Source: an optimization exercise on an open RTL-to-GDS flow (aim: small area, a short achievable clock period and few clock cycles per item). Production flows keep margins and buffers that such runs may drop. Only simulation tests tie the RTL to the original design; equivalence was not proved. Power is estimated from default activity; no workload was simulated.

## flow/run.sh

```bash
#!/bin/bash
# synth_recipe.tcl (not shown) runs the flow's synth.tcl, then flattens the netlist and writes it again
# the make line also repeats each setting of config.mk as NAME=value (left out here)
make -C /OpenROAD-flow-scripts/flow DESIGN_CONFIG=/design/flow/config.mk WORK_HOME=/design/flow/orfs CLKGATE_MAP_FILE= SYNTH_SCRIPT=/design/flow/synth_recipe.tcl finish
```

## flow/config.mk

```make
export PLATFORM = sky130hd
export DESIGN_NAME = tag_store_top
export DESIGN_NICKNAME = tag_store_top
export VERILOG_FILES = /design/flow/design.v
export SDC_FILE = /design/flow/constraint.sdc
export NUM_CORES = 4
export LEC_CHECK = 0
export CAP_MARGIN = 20
export CORE_MARGIN = 2
export CORE_UTILIZATION = 45
export CTS_CLUSTER_DIAMETER = 60
export CTS_CLUSTER_SIZE = 30
export SETUP_SLACK_MARGIN = 5.0
export SLEW_MARGIN = 20
```

## flow/constraint.sdc

```tcl
create_clock -name core_clock -period 8.0 [get_ports {clk_i}]
set_input_delay 1.6000 -clock core_clock [delete_from_list [all_inputs] [get_ports {clk_i}]]
set_output_delay 1.6000 -clock core_clock [all_outputs]
set_load 0.01 [all_outputs]
```

## flow/design.v

```verilog
package tag_store_pkg;
  localparam int unsigned NUM_WAYS        = 4;
  localparam int unsigned NUM_LINES       = 64;
  localparam int unsigned INDEX_W         = 6;
  localparam int unsigned TAG_W           = 12;
  localparam int unsigned TAG_RAM_LATENCY = 1;
  localparam int unsigned WAY_IDX_W       = $clog2(NUM_WAYS);
  localparam int unsigned ENTRY_W         = TAG_W + 2;
  typedef logic [NUM_WAYS-1:0] way_ind_t;
  typedef logic [INDEX_W-1:0]  index_t;
  typedef logic [TAG_W-1:0]    tag_t;
  typedef struct packed {
    logic valid;
    logic dirty;
    tag_t tag;
  } tag_entry_t;
  typedef enum logic {
    LOOKUP = 1'b0,
    FLUSH  = 1'b1
  } tag_mode_e;
  typedef struct packed {
    tag_mode_e mode;
    way_ind_t  way;
    index_t    index;
    tag_t      tag;
    logic      dirty;
  } store_req_t;
  typedef struct packed {
    way_ind_t way;
    logic     hit;
    logic     evict;
    tag_t     evict_tag;
  } store_res_t;
  function automatic way_ind_t lowest_way(way_ind_t mask);
    lowest_way = mask & (~mask + 1'b1);
  endfunction
endpackage
`timescale 1ns/100ps
module tag_way_bank (
  input  logic                      clk_i,
  input  logic                      arst_n_i,
  input  logic [tag_store_pkg::NUM_LINES-1:0] rd_sel_i,
  output logic [tag_store_pkg::NUM_WAYS*tag_store_pkg::ENTRY_W-1:0] rd_data_o,
  input  tag_store_pkg::way_ind_t   wr_way_i,
  input  logic [tag_store_pkg::NUM_LINES-1:0] wr_sel_i,
  input  tag_store_pkg::tag_entry_t wr_data_i
);
  localparam int unsigned NL = tag_store_pkg::NUM_LINES;
  localparam int unsigned EW = tag_store_pkg::ENTRY_W;
  logic [tag_store_pkg::NUM_WAYS-1:0][NL-1:0]                         valid_q;
  logic [tag_store_pkg::NUM_WAYS-1:0][NL-1:0][tag_store_pkg::TAG_W:0] line_q;
  for (genvar w = 0; w < tag_store_pkg::NUM_WAYS; w++) begin : gen_way
    logic [EW-1:0] rd_e;
    for (genvar i = 0; i < NL; i++) begin : gen_line
      always_ff @(posedge clk_i or negedge arst_n_i) begin
        if (!arst_n_i) begin
          valid_q[w][i] <= 1'b0;
        end else if (wr_way_i[w] && wr_sel_i[i]) begin
          valid_q[w][i] <= wr_data_i.valid;
        end
      end
      always_ff @(posedge clk_i) begin
        if (wr_way_i[w] && wr_sel_i[i]) begin
          line_q[w][i] <= {wr_data_i.dirty, wr_data_i.tag};
        end
      end
    end
    always_comb begin : proc_rd
      rd_e = '0;
      for (int i = 0; i < NL; i++) begin
        rd_e = rd_e | ({EW{rd_sel_i[i]}} & {valid_q[w][i], line_q[w][i]});
      end
    end
    assign rd_data_o[w*EW +: EW] = rd_e;
  end
endmodule
`timescale 1ns/100ps
module victim_select (
  input  logic                    clk_i,
  input  logic                    arst_n_i,
  input  logic                    flush_i,
  input  logic                    advance_i,
  input  tag_store_pkg::way_ind_t enable_i,
  input  tag_store_pkg::way_ind_t lock_i,
  input  tag_store_pkg::way_ind_t valid_bits_i,
  output tag_store_pkg::way_ind_t victim_o
);
  tag_store_pkg::way_ind_t cand;
  tag_store_pkg::way_ind_t free;
  tag_store_pkg::way_ind_t rr_pick;
  tag_store_pkg::way_ind_t miss_pick;
  tag_store_pkg::way_ind_t ptr_q;
  logic [15:0]             rot;
  assign cand = enable_i & ~lock_i;
  assign free = cand & ~valid_bits_i;
  for (genvar p = 0; p < 4; p++) begin : gen_rot
    logic [7:0] dbl;
    logic [7:0] above;
    logic [7:0] first;
    assign dbl   = {cand, cand};
    assign above = dbl & (8'hff << p);
    assign first = above & (~above + 1'b1);
    assign rot[p*4 +: 4] = first[3:0] | first[7:4];
  end
  always_comb begin : proc_rr
    rr_pick = '0;
    for (int p = 0; p < 4; p++) begin
      if (ptr_q[p]) begin
        rr_pick = rr_pick | rot[p*4 +: 4];
      end
    end
  end
  assign miss_pick = (|free) ? tag_store_pkg::lowest_way(free) : rr_pick;
  assign victim_o  = flush_i ? tag_store_pkg::lowest_way(enable_i) : miss_pick;
  always_ff @(posedge clk_i or negedge arst_n_i) begin
    if (!arst_n_i) begin
      ptr_q <= 4'b0001;
    end else if (advance_i && !flush_i && !(|free) && (|cand)) begin
      ptr_q <= {rr_pick[2:0], rr_pick[3]};
    end
  end
endmodule
`timescale 1ns/100ps
module tag_store_ctrl (
  input  logic                      clk_i,
  input  logic                      arst_n_i,
  input  logic                      req_valid_i,
  output logic                      req_ready_o,
  input  tag_store_pkg::store_req_t req_i,
  input  tag_store_pkg::way_ind_t   lock_i,
  output logic [tag_store_pkg::NUM_LINES-1:0] rd_sel_o,
  input  logic [tag_store_pkg::NUM_WAYS*tag_store_pkg::ENTRY_W-1:0] rd_data_i,
  output tag_store_pkg::way_ind_t   wr_way_o,
  output logic [tag_store_pkg::NUM_LINES-1:0] wr_sel_o,
  output tag_store_pkg::tag_entry_t wr_data_o,
  output logic                      flush_o,
  output logic                      advance_o,
  output tag_store_pkg::way_ind_t   enable_o,
  output tag_store_pkg::way_ind_t   lock_o,
  output tag_store_pkg::way_ind_t   valid_bits_o,
  input  tag_store_pkg::way_ind_t   victim_i,
  output tag_store_pkg::store_res_t res_o,
  output logic                      res_valid_o,
  input  logic                      res_fire_i
);
  localparam int unsigned NW = tag_store_pkg::NUM_WAYS;
  localparam int unsigned EW = tag_store_pkg::ENTRY_W;
  logic                      full_q;
  logic [2:0]                owed_q;
  logic [2:0]                owed_d;
  logic                      accept;
  logic                      s0_valid_q;
  tag_store_pkg::store_req_t s0_req_q;
  tag_store_pkg::way_ind_t   s0_lock_q;
  logic [tag_store_pkg::NUM_LINES-1:0] s0_sel_q;
  logic                      s1_valid_q;
  tag_store_pkg::store_req_t s1_req_q;
  tag_store_pkg::way_ind_t   s1_lock_q;
  logic [NW*EW-1:0]          s1_rd_q;
  logic [NW*EW-1:0]          rd_fwd;
  logic                      same_set;
  logic                      same_wr_set;
  tag_store_pkg::way_ind_t   we;
  tag_store_pkg::tag_entry_t wdata;
  tag_store_pkg::way_ind_t   wr_way_q;
  tag_store_pkg::index_t     wr_index_q;
  logic [tag_store_pkg::NUM_LINES-1:0] wr_sel_q;
  tag_store_pkg::tag_entry_t wr_data_q;
  logic                      is_flush;
  tag_store_pkg::way_ind_t   hit_v;
  tag_store_pkg::way_ind_t   hit_way;
  logic                      is_hit;
  tag_store_pkg::tag_entry_t vic_entry;
  assign req_ready_o = ~full_q;
  assign accept      = req_valid_i & ~full_q;
  assign owed_d      = owed_q + 3'(accept) - 3'(res_fire_i);
  always_ff @(posedge clk_i or negedge arst_n_i) begin
    if (!arst_n_i) begin
      full_q     <= 1'b0;
      owed_q     <= '0;
      s0_valid_q <= 1'b0;
      s1_valid_q <= 1'b0;
      wr_way_q   <= '0;
    end else begin
      wr_way_q   <= we;
      full_q     <= (owed_d == 3'd4);
      owed_q     <= owed_d;
      s0_valid_q <= accept;
      s1_valid_q <= s0_valid_q;
    end
  end
  always_ff @(posedge clk_i) begin
    s0_req_q  <= req_i;
    s0_lock_q <= lock_i;
    for (int i = 0; i < tag_store_pkg::NUM_LINES; i++) begin
      s0_sel_q[i] <= (req_i.index == tag_store_pkg::INDEX_W'(i));
    end
    s1_req_q  <= s0_req_q;
    s1_lock_q <= s0_lock_q;
    s1_rd_q   <= rd_fwd;
    wr_index_q <= s1_req_q.index;
    for (int i = 0; i < tag_store_pkg::NUM_LINES; i++) begin
      wr_sel_q[i] <= (s1_req_q.index == tag_store_pkg::INDEX_W'(i));
    end
    wr_data_q  <= wdata;
  end
  assign rd_sel_o   = s0_sel_q;
  assign same_set    = (s0_req_q.index == s1_req_q.index);
  assign same_wr_set = (s0_req_q.index == wr_index_q);
  for (genvar w = 0; w < NW; w++) begin : gen_fwd
    assign rd_fwd[w*EW +: EW] = (same_set && we[w])          ? wdata :
                                (same_wr_set && wr_way_q[w]) ? wr_data_q :
                                                               rd_data_i[w*EW +: EW];
  end
  assign is_flush = (s1_req_q.mode == tag_store_pkg::FLUSH);
  for (genvar w = 0; w < NW; w++) begin : gen_hit
    assign hit_v[w] = s1_req_q.way[w] & s1_rd_q[w*EW + tag_store_pkg::TAG_W + 1] &
                      (s1_rd_q[w*EW +: tag_store_pkg::TAG_W] == s1_req_q.tag);
    assign valid_bits_o[w] = s1_rd_q[w*EW + tag_store_pkg::TAG_W + 1];
  end
  assign is_hit  = ~is_flush & (|hit_v);
  assign hit_way = tag_store_pkg::lowest_way(hit_v);
  assign flush_o   = is_flush;
  assign advance_o = s1_valid_q & ~is_hit;
  assign enable_o  = s1_req_q.way;
  assign lock_o    = s1_lock_q;
  always_comb begin : proc_vic
    vic_entry = '0;
    for (int w = 0; w < NW; w++) begin
      if (victim_i[w]) begin
        vic_entry = vic_entry | s1_rd_q[w*EW +: EW];
      end
    end
  end
  assign res_valid_o     = s1_valid_q;
  assign res_o.way       = is_hit ? hit_way : victim_i;
  assign res_o.hit       = is_hit;
  assign res_o.evict     = ~is_hit & vic_entry.valid & vic_entry.dirty;
  assign res_o.evict_tag = (~is_hit & vic_entry.valid) ? vic_entry.tag : '0;
  assign wdata = {~is_flush, s1_req_q.dirty, s1_req_q.tag};
  assign we    = ~s1_valid_q ? '0 :
                 is_hit      ? (s1_req_q.dirty ? hit_way : '0) :
                               victim_i;
  assign wr_way_o   = wr_way_q;
  assign wr_sel_o   = wr_sel_q;
  assign wr_data_o  = wr_data_q;
endmodule
`timescale 1ns/100ps
module resp_spill (
  input  logic                      clk_i,
  input  logic                      arst_n_i,
  input  logic                      valid_i,
  input  tag_store_pkg::store_res_t data_i,
  output logic                      valid_o,
  input  logic                      ready_i,
  output tag_store_pkg::store_res_t data_o
);
  tag_store_pkg::store_res_t ring0_q;
  tag_store_pkg::store_res_t ring1_q;
  tag_store_pkg::store_res_t ring2_q;
  tag_store_pkg::store_res_t ring_head;
  tag_store_pkg::store_res_t out_q;
  logic       out_full_q;
  logic [1:0] wptr_q;
  logic [1:0] rptr_q;
  logic [1:0] cnt_q;
  logic       out_fire;
  logic       out_load;
  logic       from_ring;
  logic       bypass;
  logic       ring_push;
  assign valid_o   = out_full_q;
  assign data_o    = out_q;
  assign out_fire  = out_full_q & ready_i;
  assign out_load  = ~out_full_q | out_fire;
  assign from_ring = out_load & (cnt_q != 2'd0);
  assign bypass    = out_load & (cnt_q == 2'd0) & valid_i;
  assign ring_push = valid_i & ~bypass;
  assign ring_head = (rptr_q == 2'd0) ? ring0_q : (rptr_q == 2'd1) ? ring1_q : ring2_q;
  always_ff @(posedge clk_i or negedge arst_n_i) begin
    if (!arst_n_i) begin
      out_full_q <= 1'b0;
      wptr_q     <= '0;
      rptr_q     <= '0;
      cnt_q      <= '0;
    end else begin
      if (out_load) begin
        out_full_q <= (cnt_q != 2'd0) | valid_i;
      end
      if (ring_push) begin
        wptr_q <= (wptr_q == 2'd2) ? 2'd0 : wptr_q + 2'd1;
      end
      if (from_ring) begin
        rptr_q <= (rptr_q == 2'd2) ? 2'd0 : rptr_q + 2'd1;
      end
      cnt_q <= cnt_q + 2'(ring_push) - 2'(from_ring);
    end
  end
  always_ff @(posedge clk_i or negedge arst_n_i) begin
    if (!arst_n_i) begin
      out_q <= '0;
    end else if (from_ring) begin
      out_q <= ring_head;
    end else if (bypass) begin
      out_q <= data_i;
    end
  end
  always_ff @(posedge clk_i) begin
    if (valid_i && wptr_q == 2'd0) begin
      ring0_q <= data_i;
    end
    if (valid_i && wptr_q == 2'd1) begin
      ring1_q <= data_i;
    end
    if (valid_i && wptr_q == 2'd2) begin
      ring2_q <= data_i;
    end
  end
endmodule
`timescale 1ns/100ps
module tag_store_top (
  input  logic                     clk_i,
  input  logic                     arst_n_i,
  input  tag_store_pkg::way_ind_t  total_lock_i,
  input  logic                     req_valid_i,
  output logic                     req_ready_o,
  input  tag_store_pkg::tag_mode_e req_mode_i,
  input  tag_store_pkg::way_ind_t  req_way_i,
  input  tag_store_pkg::index_t    req_index_i,
  input  tag_store_pkg::tag_t      req_tag_i,
  input  logic                     req_dirty_i,
  output logic                     res_valid_o,
  input  logic                     res_ready_i,
  output tag_store_pkg::way_ind_t  res_way_o,
  output logic                     res_hit_o,
  output logic                     res_evict_o,
  output tag_store_pkg::tag_t      res_evict_tag_o
);
  tag_store_pkg::store_req_t  req;
  tag_store_pkg::store_res_t  ctrl_res;
  tag_store_pkg::store_res_t  spill_res;
  logic                       ctrl_res_valid;
  logic                       res_fire;
  logic                       flush;
  logic                       advance;
  tag_store_pkg::way_ind_t    enable;
  tag_store_pkg::way_ind_t    lock;
  tag_store_pkg::way_ind_t    valid_bits;
  tag_store_pkg::way_ind_t    victim;
  logic [tag_store_pkg::NUM_LINES-1:0] rd_sel;
  logic [tag_store_pkg::NUM_WAYS*tag_store_pkg::ENTRY_W-1:0] rd_data;
  tag_store_pkg::way_ind_t    wr_way;
  logic [tag_store_pkg::NUM_LINES-1:0] wr_sel;
  tag_store_pkg::tag_entry_t  wr_data;
  assign req      = {req_mode_i, req_way_i, req_index_i, req_tag_i, req_dirty_i};
  assign res_fire = res_valid_o & res_ready_i;
  tag_store_ctrl ctrl_i (
    .clk_i        (clk_i),
    .arst_n_i     (arst_n_i),
    .req_valid_i  (req_valid_i),
    .req_ready_o  (req_ready_o),
    .req_i        (req),
    .lock_i       (total_lock_i),
    .rd_sel_o     (rd_sel),
    .rd_data_i    (rd_data),
    .wr_way_o     (wr_way),
    .wr_sel_o     (wr_sel),
    .wr_data_o    (wr_data),
    .flush_o      (flush),
    .advance_o    (advance),
    .enable_o     (enable),
    .lock_o       (lock),
    .valid_bits_o (valid_bits),
    .victim_i     (victim),
    .res_o        (ctrl_res),
    .res_valid_o  (ctrl_res_valid),
    .res_fire_i   (res_fire)
  );
  tag_way_bank bank_i (
    .clk_i      (clk_i),
    .arst_n_i   (arst_n_i),
    .rd_sel_i   (rd_sel),
    .rd_data_o  (rd_data),
    .wr_way_i   (wr_way),
    .wr_sel_i   (wr_sel),
    .wr_data_i  (wr_data)
  );
  victim_select victim_i (
    .clk_i        (clk_i),
    .arst_n_i     (arst_n_i),
    .flush_i      (flush),
    .advance_i    (advance),
    .enable_i     (enable),
    .lock_i       (lock),
    .valid_bits_i (valid_bits),
    .victim_o     (victim)
  );
  resp_spill spill_i (
    .clk_i    (clk_i),
    .arst_n_i (arst_n_i),
    .valid_i  (ctrl_res_valid),
    .data_i   (ctrl_res),
    .valid_o  (res_valid_o),
    .ready_i  (res_ready_i),
    .data_o   (spill_res)
  );
  assign res_way_o       = spill_res.way;
  assign res_hit_o       = spill_res.hit;
  assign res_evict_o     = spill_res.evict;
  assign res_evict_tag_o = spill_res.evict_tag;
endmodule
```

==> run summary <==
==> area by class of cell <==
type | count | area share, %
Clock buffer | 228 | 3.42
Inverter | 16 | 0.0378
Timing Repair Buffer | 489 | 2.68
Antenna cell | 21 | 0.0331
Multi-Input combinational cell | 3547 | 17.2
Sequential cell | 3937 | 72.1
Clock inverter | 147 | 1.27
Tap cell | 4160 | 3.28
==> Yosys cell counts (all sizes together), types with 72 or more instances <==
| library cell | number | area, µm² |
|---|---|---|
| nand4 | 239 | 1520 |
| nor2 | 214 | 806 |
| dfrtp | 294 | 7360 |
| a22oi | 999 | 7500 |
| nor3 | 72 | 372 |
| nand3 | 190 | 951 |
| dfxtp | 260 | 5200 |
| and2 | 262 | 1640 |
| a221oi | 404 | 3540 |
| buf | 147 | 644 |
| a22o | 404 | 3540 |
| mux2 | 306 | 3480 |
| edfxtp | 3382 | 102000 |
| clkbuf | 357 | 1340 |
==> sequential cells by signal, indices dropped and copies added (netlist names), 6 cells and up <==
name               cells
bank_i.line_q       3328
bank_i.valid_q       256
ctrl_i.s0_sel_q       64
ctrl_i.wr_sel_q       64
ctrl_i.s1_rd_q        56
ctrl_i.s0_req_q       24
ctrl_i.s1_req_q       24
spill_i.out_q         18
spill_i.ring0_q       18
spill_i.ring1_q       18
spill_i.ring2_q       18
ctrl_i.wr_data_q      14
ctrl_i.wr_index_q      6
==> through the flow <==
step | power, µW | hold WS, ns | setup slack, ns | cell area, µm²
floorplan | 24100 | 0.310 | 4.98 | 143000
global placement | 25000 | 0.316 | 3.74 | 150000
detailed placement | 25000 | 0.312 | 3.77 | 150000
CTS | 37600 | 0.338 | 4.82 | 158000
global route | 38500 | 0.343 | 4.84 | 159000
finish | 37800 | 0.336 | 4.85 | 159000
==> cells by family (layout without fill, tap and decap cells) <==
| logic type | after synthesis | in the layout | share of synthesized area (%) |
|---|---|---|---|
| simple gates | 1158 | 1158 | 4.41 |
| fa+ha+maj | 5 | 5 | 0.0491 |
| flops | 3937 | 3937 | 80.0 |
| other cells | 0 | 21 | 0 |
| xor+xnor | 64 | 64 | 0.398 |
| buf+inv | 520 | 880 | 1.43 |
| mux | 328 | 328 | 2.59 |
| compound gates | 1992 | 1992 | 11.1 |
==> what timing repair did <==
item	4_1_cts	5_1_grt
gates cloned	0	1
setup buffers	24	45
setup endpoints to repair	131	125
pin swaps	12	19
resized for setup	198	70
==> worst max-delay path by stage <==
stage          cells past startpoint                    endpoint  slack, ns                    startpoint
6_report                           8  ctrl_i.s1_rd_q[37]$_DFF_P_       4.85   ctrl_i.s0_sel_q[58]$_DFF_P_
2_1_floorplan                      9     ctrl_i.full_q$_DFF_PN0_       4.98                   res_ready_i
4_1_cts                            1          res_evict_tag_o[7]       4.82  spill_i.out_q[7]$_DFFE_PN0P_
5_1_grt                            1          res_evict_tag_o[7]       4.84  spill_i.out_q[7]$_DFFE_PN0P_
3_5_place_dp                       9  spill_i.cnt_q[1]$_DFF_PN0_       3.77                   res_ready_i
3_3_place_gp                       9  spill_i.cnt_q[1]$_DFF_PN0_       3.74                   res_ready_i
==> report_power, final <==
group | internal [µW] | switching (µW) | leakage [µW]
clock network | 5570 | 7510 | 0.00361
registers | 22500 | 390 | 0.0366
logic | 603 | 1210 | 0.0113
total | 28700 | 9110 | 0.0516
==> routing by layer <==
metal,share of wire (%),global-route usage (%),up-vias
met1,33,47.2,47300
li1,-,-,33300
met3,17,12.3,2044
met5,0.045,0,-
met4,7.3,20.7,36
met2,42,52.7,9243
==> cell usage in the layout (no fill, tap or decap), types with 15 or more instances in the layout <==
master,netlist,layout
nor3_1,71,34
nor3_2,0,20
buf_4,4,371
edfxtp_1,3382,3382
diode_2,0,21
o21ai_0,34,32
dfxtp_4,0,79
nor4_1,68,49
xnor2_1,24,23
a22o_1,404,404
xor2_1,39,39
nand2_1,69,65
buf_12,0,25
inv_8,0,27
and2_1,261,182
a22oi_1,999,999
a21o_1,15,15
buf_2,8,17
buf_6,9,35
nor2_1,213,213
mux2_2,275,275
mux2_1,23,23
clkbuf_16,0,215
a21oi_1,30,30
clkinv_8,0,32
and2_2,0,78
a31oi_1,51,36
a221oi_1,404,400
inv_6,0,28
clkdlybuf4s50_1,0,30
dfrtp_1,294,292
nand4_1,237,237
nand3_1,190,188
dfxtp_1,260,170
nor3_4,1,18
mux2i_1,22,22
==> impl_metrics.py <==
metrics = {
    "yosys": {
        "ys_seq_area_share_pct": 80.0,
        "synth_seq_cells": 3937,
        "yosysWarningCount": 4,
        "synth.distinct_cells": 70,
        "syn_nets": 8041,
        "ys.flop_type": "edfxtp_1",
        "synthArstFlopShare_pct": 7.49,
        "avgSynthCellArea_um2": 17.8,
        "netlist_area_mm2": 0.143,
        "synthCells": 8004,
        "synth_edf_count": 3382,
    },
    "layout": {
        "multi_input_area_mm2": 0.0273,
        "nFillCells": 25400,
        "nNetsFinal": 8236,
        "seq_area_mm2": 0.114,
        "utilization_pct": 50.4,
        "drive_gt1_share_pct": 16.6,
        "syn_to_final_growth_pct": 11.3,
        "final_cells": 12500,
    },
    "floorplanning": {
        "initial_core_util_pct": 45.2,
        "io_pins": 52,
        "rows": 206,
        "dieWidth_um": 567,
        "coreArea_mm2": 0.315,
        "die-area_mm2": 0.321,
        "die_y_um": 567,
    },
    "worst_setup_path": {
        "worstSetupEndpointType": "register",
        "worstPathArrival_ns": 4.04,
        "path_buf_inv": 3,
        "critPathMaxFanout": 19,
        "startpoint_type": "register",
        "crit_chain": "buf_4 -> buf_4 -> a22oi_1 -> nand4_1 -> nor4_1 -> buf_4 -> a31oi_2 -> mux2_4",
        "regToRegSetupSlack_ns": 4.85,
        "critical_path_class": "reg2reg",
        "worstRegToRegCells": 8,
        "reg2reg_to": "ctrl_i.s1_rd_q[37]$_DFF_P_",
        "required_ns": 8.89,
        "reg2reg_from": "ctrl_i.s0_sel_q[58]$_DFF_P_",
        "cp_slowest_cell": "a31oi_2",
        "cpMostUsedCell": "buf_4",
        "critPathTopFamily": "buffers and inverters",
        "cp_slowest_stage_delay_ns": 0.66,
    },
    "placed_design": {
        "portBuffers": 51,
        "dpl.hpwl_um": 326000,
        "gp_congestion": 0.963,
        "dp.cells": 12100,
    },
    "grt": {
        "grt_pass1_vias": 82900,
        "grt_pass1_wl_um": 774000,
        "antenna_found_initial": 38,
        "track_usage_pct": 36.1,
        "gr-total-overflow": 0,
        "grt_max_degree": 203,
    },
    "power_and_ir_drop": {
        "p_leak_uw": 0.0516,
        "worst_ir_drop_vdd_uv": 181,
        "p_per_area_mw_per_mm2": 238,
    },
    "clock_network": {
        "cts_tree": "built",
        "cts_buffer_depth": 4,
        "htreeDepth": 4,
        "numCtsBuffers": 208,
        "clk_pin_slew_worst_paths_ns": 0.11,
        "ctsRootBufferMaster": "clkbuf_16",
        "clock_latency_ns": 1.00,
        "clock_sinks": 3937,
        "cts_hold_repair.buffers": 0,
    },
    "hold_path": {
        "whs_endpoint": "ctrl_i.s1_lock_q[2]$_DFF_P_",
        "hp-class": "reg2reg",
        "min_path_cells": 0,
        "min_from": "ctrl_i.s0_lock_q[2]$_DFF_P_",
    },
    "sta": {
        "period_minus_slack_ns": 3.15,
        "slew_viol_final": 0,
        "max_slew.worst_pin.slew_ns": 1.25,
        "rsz0062_at_grt": "true",
        "fmaxAchievable_mhz": 318,
        "final_hold_viol_count": 0,
        "slew-limit-headroom_pct": 16.4,
        "final-setup-viol-count": 0,
        "fin_tns_setup_ns": 0,
        "finalClockSkew_ns": 0.116,
        "period_share_pct": 39.3,
    },
    "route": {
        "wire_per_inst_um": 47.7,
        "dr.pass1.iters": 9,
        "ant_nets": 0,
        "drt_iter0_drc": 20600,
        "wirelength_um": 598000,
        "vias": 91800,
        "viasPerCell": 7.32,
        "drcViolationCount": 0,
    },
    "run_status": {
        "status": "timing/DRC/antenna clean",
    },
    "run": {
        "maxCapViolations": 0,
    },
}
Testbench counts, summed over its fixed seeds: cycles 16,024, items 16,000.

## what the ideal ports hide
How much do the figures lean on ideal ports? The routed layout below was timed once more, with nothing changed but the port constraints.
Step 1 sets driving cells, clkbuf_16 on the clock port and buf_2 on the other inputs (assumed; they add their load-dependent delay and slew).
Step 2 also shifts input and output timing later by t, the mid clock arrival at the registers, as if the neighbouring blocks saw the same clock.
Slacks: no drivers / after step 1 / after step 2; pairs: no drivers / after step 1.
t (ns): 1.059
slack for setup (ns): 4.854 / 4.745 / 4.246
worst setup path after step 2: input to register
clock arrival spread, ns: 0.116 / 0.116
cell pins on the clock port's net: 1
After both steps this run still meets setup and hold. The setup slack of this run moves by -0.109 ns with the drivers and by -0.608 ns with both steps.
